This design comes from an exercise in tuning for small area, a short achievable clock period and few clock cycles per item on the open sky130 flow, not from production work.
Only simulation tests tie the RTL to the original design; equivalence was not proved.
Power and IR drop assume default switching activity.

fjord:
==> flow/design.v (excerpt) <==
module pipelined_alu (
  input  logic        clk,
  input  logic        rst,
  input  logic        in_valid,
  output logic        in_ready,
  input  logic [3:0]  op,
  input  logic [31:0] a,
  input  logic [31:0] b,
  output logic        out_valid,
  input  logic        out_ready,
  output logic [31:0] res,
  output logic [3:0]  flags,
  output logic [15:0] illegal_cnt
);
Size in the first run: ~2300 cells after synthesis, about 260 flip-flops, ~130 I/O pins, about 0.023 mm2 of cells after synthesis.
export LEC_CHECK = 0
export CAP_MARGIN = 20
export CORE_MARGIN = 2
export CORE_UTILIZATION = 40
export CTS_CLUSTER_DIAMETER = 90
export CTS_CLUSTER_SIZE = 30
export SETUP_SLACK_MARGIN = 5
export SLEW_MARGIN = 20
create_clock -name core_clock -period 9.0 [get_ports {clk}]
standard.sh (not shown) runs the stock make flow with config.mk's settings and CLKGATE_MAP_FILE= SYNTH_SCRIPT=/design/flow/synth_recipe.tcl, a recipe that flattens the netlist after the stock synthesis.
==> flow/flow/run.sh <==
#!/bin/bash
set -euo pipefail
cd "$(dirname "$0")/.."
bash standard.sh synth > synth.log 2>&1
bash standard.sh "BUFFER_PORTS_ARGS=-buffer_cell sky130_fd_sc_hd__buf_1" finish > layout.log 2>&1
Testbench counts of fjord, summed over its fixed seeds: cycles 16,024, items 16,000.
Input changes introduced in willow (baseline for comparison: fjord):
- CTS_CLUSTER_SIZE now 25, was 30
- CTS_CLUSTER_DIAMETER now 80, was 90
==> flow/flow/run.sh <==
#!/bin/bash
set -euo pipefail
cd "$(dirname "$0")/.."
bash standard.sh synth > synth.log 2>&1
bash standard.sh "BUFFER_PORTS_ARGS=-buffer_cell sky130_fd_sc_hd__buf_2" finish > layout.log 2>&1
Results
- Sort fjord and willow by relative max-transition margin desc -> top: willow
- willow vs fjord, utilization went up by 0.55 points.
- Number of non-clock buffers in the layout: fjord and willow compared, higher one is willow
- Compared with fjord, willow shows a static leakage that is 4.4% higher.

* * *

Setup of run 1:
Another version of the RTL of pipelined_alu (not shown whole).
Size in the first run: roughly 2300 cells after synthesis, about 130 I/O pins, about 24000 µm² of cells after synthesis.
export LEC_CHECK = 0
export CAP_MARGIN = 20
export CORE_MARGIN = 2
export CORE_UTILIZATION = 40
export CTS_CLUSTER_DIAMETER = 80
export CTS_CLUSTER_SIZE = 25
export SETUP_SLACK_MARGIN = 5
export SLEW_MARGIN = 20
create_clock -name core_clock -period 9.0 [get_ports {clk}]
run.sh (not shown) runs the stock make flow with config.mk's settings and CLKGATE_MAP_FILE= SYNTH_SCRIPT=/design/flow/synth_recipe.tcl, a recipe that flattens the netlist after the stock synthesis.
Stock flow here: none of the scripts above is used.
Testbench counts of run 1, summed over its fixed seeds: cycles 16,024, items 16,000.
diff inputs: run 1 => run 2
# run 1
export LEC_CHECK = 0
export CAP_MARGIN = 20
export CORE_MARGIN = 2
export CORE_UTILIZATION = 40
export CTS_CLUSTER_DIAMETER = 80
export CTS_CLUSTER_SIZE = 25
export SETUP_SLACK_MARGIN = 5
export SLEW_MARGIN = 20
create_clock -name core_clock -period 9.0 [get_ports {clk}]
# run 2
export LEC_CHECK = 0
export CAP_MARGIN = 20
export CORE_MARGIN = 2
export CORE_UTILIZATION = 40
export SETUP_SLACK_MARGIN = 5
export SLEW_MARGIN = 20
create_clock -name core_clock -period 9.0 [get_ports {clk}]
Between run 2 and run 1, sequential fraction of total cell area is lower for run 2, run 1 comes in above that. Run 1 has lower arrival time of data at the critical path endpoint than run 2. Global-route usage: run 2 vs run 1 up 0.19 points. Looking at maximum frequency, run 2 sits below run 1. Changes observed in run 2 relative to run 1: final area increased by about 1% relative to the old numbers, via count of the first global-routing pass increased by about 0.7% relative to the old numbers, setup slack decreased by 26 ps relative to the old numbers, post-placement setup slack closely matched the old numbers.
Input changes introduced in run 3 (baseline for comparison: run 2):
==> flow/flow/run.sh (new file) <==
#!/bin/bash
set -euo pipefail
cd "$(dirname "$0")/.."
bash standard.sh synth > synth.log 2>&1
bash standard.sh "BUFFER_PORTS_ARGS=-buffer_cell sky130_fd_sc_hd__buf_2" finish > layout.log 2>&1
==> flow/standard.sh (new file) <==
#!/bin/bash
# synth_recipe.tcl (not shown) runs the flow's synth.tcl, then flattens the netlist and writes it again
# the make line also repeats each setting of config.mk as NAME=value (left out here)
make -C /OpenROAD-flow-scripts/flow DESIGN_CONFIG=/design/flow/config.mk WORK_HOME=/design/flow/orfs CLKGATE_MAP_FILE= SYNTH_SCRIPT=/design/flow/synth_recipe.tcl "${@:-finish}"
removed: flow/run.sh
--- outcome ---
Count of hold-fix buffers inserted at cts: run 3 vs run 2 — no meaningful difference
Changes observed in run 3 relative to run 2: power dissipated in combinational cells lower, non-clock buffer count shows a reduction of 11, area used by sequential logic in the layout about even, area of combinational cells with multiple inputs went down.
The total chip power in run 3 sits about 0.9% below the value recorded for run 2.
Where worst setup timing slack at the placement stage is concerned, run 2 is outperformed by run 3.
On via count, run 3 tracks run 2 almost exactly.

* * *

## oak
pipelined_alu, a different RTL version from the one above (not shown whole).
Size: ~260 flip-flops, about 130 I/O pins, ~23000 sq um of cells after synthesis.
==> flow/design.v (excerpt) <==
module pipelined_alu (
  input  logic        clk,
  input  logic        rst,
  input  logic        in_valid,
  output logic        in_ready,
  input  logic [3:0]  op,
  input  logic [31:0] a,
  input  logic [31:0] b,
  output logic        out_valid,
  input  logic        out_ready,
  output logic [31:0] res,
  output logic [3:0]  flags,
  output logic [15:0] illegal_cnt
);
Settings: LEC_CHECK=0, CAP_MARGIN=20, CORE_MARGIN=2, CORE_UTILIZATION=40, CTS_CLUSTER_DIAMETER=90, CTS_CLUSTER_SIZE=30, PLACE_DENSITY=0.7, SETUP_SLACK_MARGIN=5, SLEW_MARGIN=20; clock period 9.0 ns.
standard.sh (not shown) runs the stock make flow with config.mk's settings and CLKGATE_MAP_FILE= SYNTH_SCRIPT=/design/flow/synth_recipe.tcl, a recipe that flattens the netlist after the stock synthesis.
==> flow/flow/run.sh <==
#!/bin/bash
set -euo pipefail
cd "$(dirname "$0")/.."
bash standard.sh synth > synth.log 2>&1
bash standard.sh "BUFFER_PORTS_ARGS=-buffer_cell sky130_fd_sc_hd__buf_1" finish > layout.log 2>&1
Per the final summary, oak finished and its layout is clean on timing, DRC and antenna.
Testbench counts of oak, summed over its fixed seeds: cycles 16,024, items 16,000.
For pine, these inputs were changed with respect to oak:
Settings: CTS_CLUSTER_DIAMETER: 90 -> 80; CTS_CLUSTER_SIZE: 30 -> 25; PLACE_DENSITY: 0.7 -> unset.
Findings:
In pine the total wire length turned out 1.8% higher than in oak.
Summary of pine over oak: setup slack saw little to no change, clock network fraction of design power saw an increase.
Diff oak -> pine: count of standard-cell rows shows no meaningful change; wire length of the first global-routing pass rose by 1900 um; sum of net half-perimeters after detailed placement grew by 1900 um.
Area taken by multi-input logic gates: oak vs pine — no meaningful difference
[inputs] birch vs pine
==> flow/flow/run.sh <==
#!/bin/bash
set -euo pipefail
cd "$(dirname "$0")/.."
bash standard.sh synth > synth.log 2>&1
bash standard.sh "BUFFER_PORTS_ARGS=-buffer_cell sky130_fd_sc_hd__buf_2" finish > layout.log 2>&1
Notes after the runs:
- There was hardly any difference in total area of multi-input combinational cells between birch and pine.
- Compared with pine, birch is the less power-hungry design.
- birch: worst hold slack 0.0072 ns above pine
Changes in maple relative to birch:
Settings: swapping 80 for 90 in CTS_CLUSTER_DIAMETER; swapping 25 for 30 in CTS_CLUSTER_SIZE; swapping 5 for 4.97 in SETUP_SLACK_MARGIN.
==> flow/flow/run.sh <==
#!/bin/bash
set -euo pipefail
cd "$(dirname "$0")/.."
bash standard.sh synth > synth.log 2>&1
bash standard.sh "BUFFER_PORTS_ARGS=-buffer_cell sky130_fd_sc_hd__buf_1" finish > layout.log 2>&1
Findings:
birch → maple: count of nets after finishing decreased 12, first-pass GRT wire length decreased 730 um, fraction of layout instances using a drive strength above 1 decreased 5.7 points, fmax essentially unchanged.
Changes in cedar relative to maple:
Settings: changing SETUP_SLACK_MARGIN from 4.97 to 5.
### Flow results
- Measured against each other, maple and cedar differ in slew at the pin closest to its max-slew limit, the higher figure coming from maple.
- Diff cedar..maple | clock net sink count | negligible
- Compared with maple, cedar shows a overall via count from detail_route that is about 0.33% higher.
- Compared with maple, in cedar layout overhead on the synthesized area up 0.97 points, share of layout cells above drive strength 1 moved up, routed wire length increased about 0.55%.

==> what the ideal ports hide <==
The results above use ideal ports. As a check the final layouts listed here were re-extracted and re-timed, cells and wires unchanged.
Step 1 sets driving cells, clkbuf_16 on the clock port and buf_2 on the other inputs (assumed; they add their load-dependent delay and slew).
Step 2 moves the port delays by t, midway between the first and last clock arrival at a register: inputs arrive t later, outputs are due t later. That takes back most of the time a late clock gives input paths.
Three values: no drivers, after step 1, after step 2; two values: the first two.
run	t, ns	slack for setup (ns)	worst hold slack (ns)	worst register clock-pin slew, ns	pins driven straight from the clock port
fjord	0.579	4.957 / 4.923 / 4.898	0.471 / 0.471 / 0.471	0.11 / 0.11	1
willow	0.604	4.969 / 4.935 / 4.853	0.436 / 0.436 / 0.436	0.10 / 0.10	1
run 1	0.605	4.972 / 4.940 / 4.742	0.447 / 0.447 / 0.447	0.10 / 0.10	1
run 2	0.654	4.946 / 4.924 / 4.729	0.441 / 0.441 / 0.441	0.06 / 0.06	1
run 3	0.643	4.974 / 4.942 / 4.838	0.425 / 0.425 / 0.425	0.07 / 0.07	1
oak	0.598	4.973 / 4.943 / 4.917	0.443 / 0.443 / 0.443	0.12 / 0.12	1
pine	0.609	4.972 / 4.940 / 4.940	0.427 / 0.427 / 0.427	0.10 / 0.10	1
birch	0.603	4.968 / 4.930 / 4.930	0.435 / 0.435 / 0.435	0.10 / 0.10	1
maple	0.588	4.973 / 4.947 / 4.947	0.455 / 0.455 / 0.455	0.11 / 0.11	1
cedar	0.593	4.971 / 4.939 / 4.926	0.433 / 0.433 / 0.433	0.11 / 0.11	1
After both steps setup and hold are still met in every run listed. The setup slack of run 1, which loses most, moves by -0.032 ns with the drivers and by -0.230 ns with both steps.
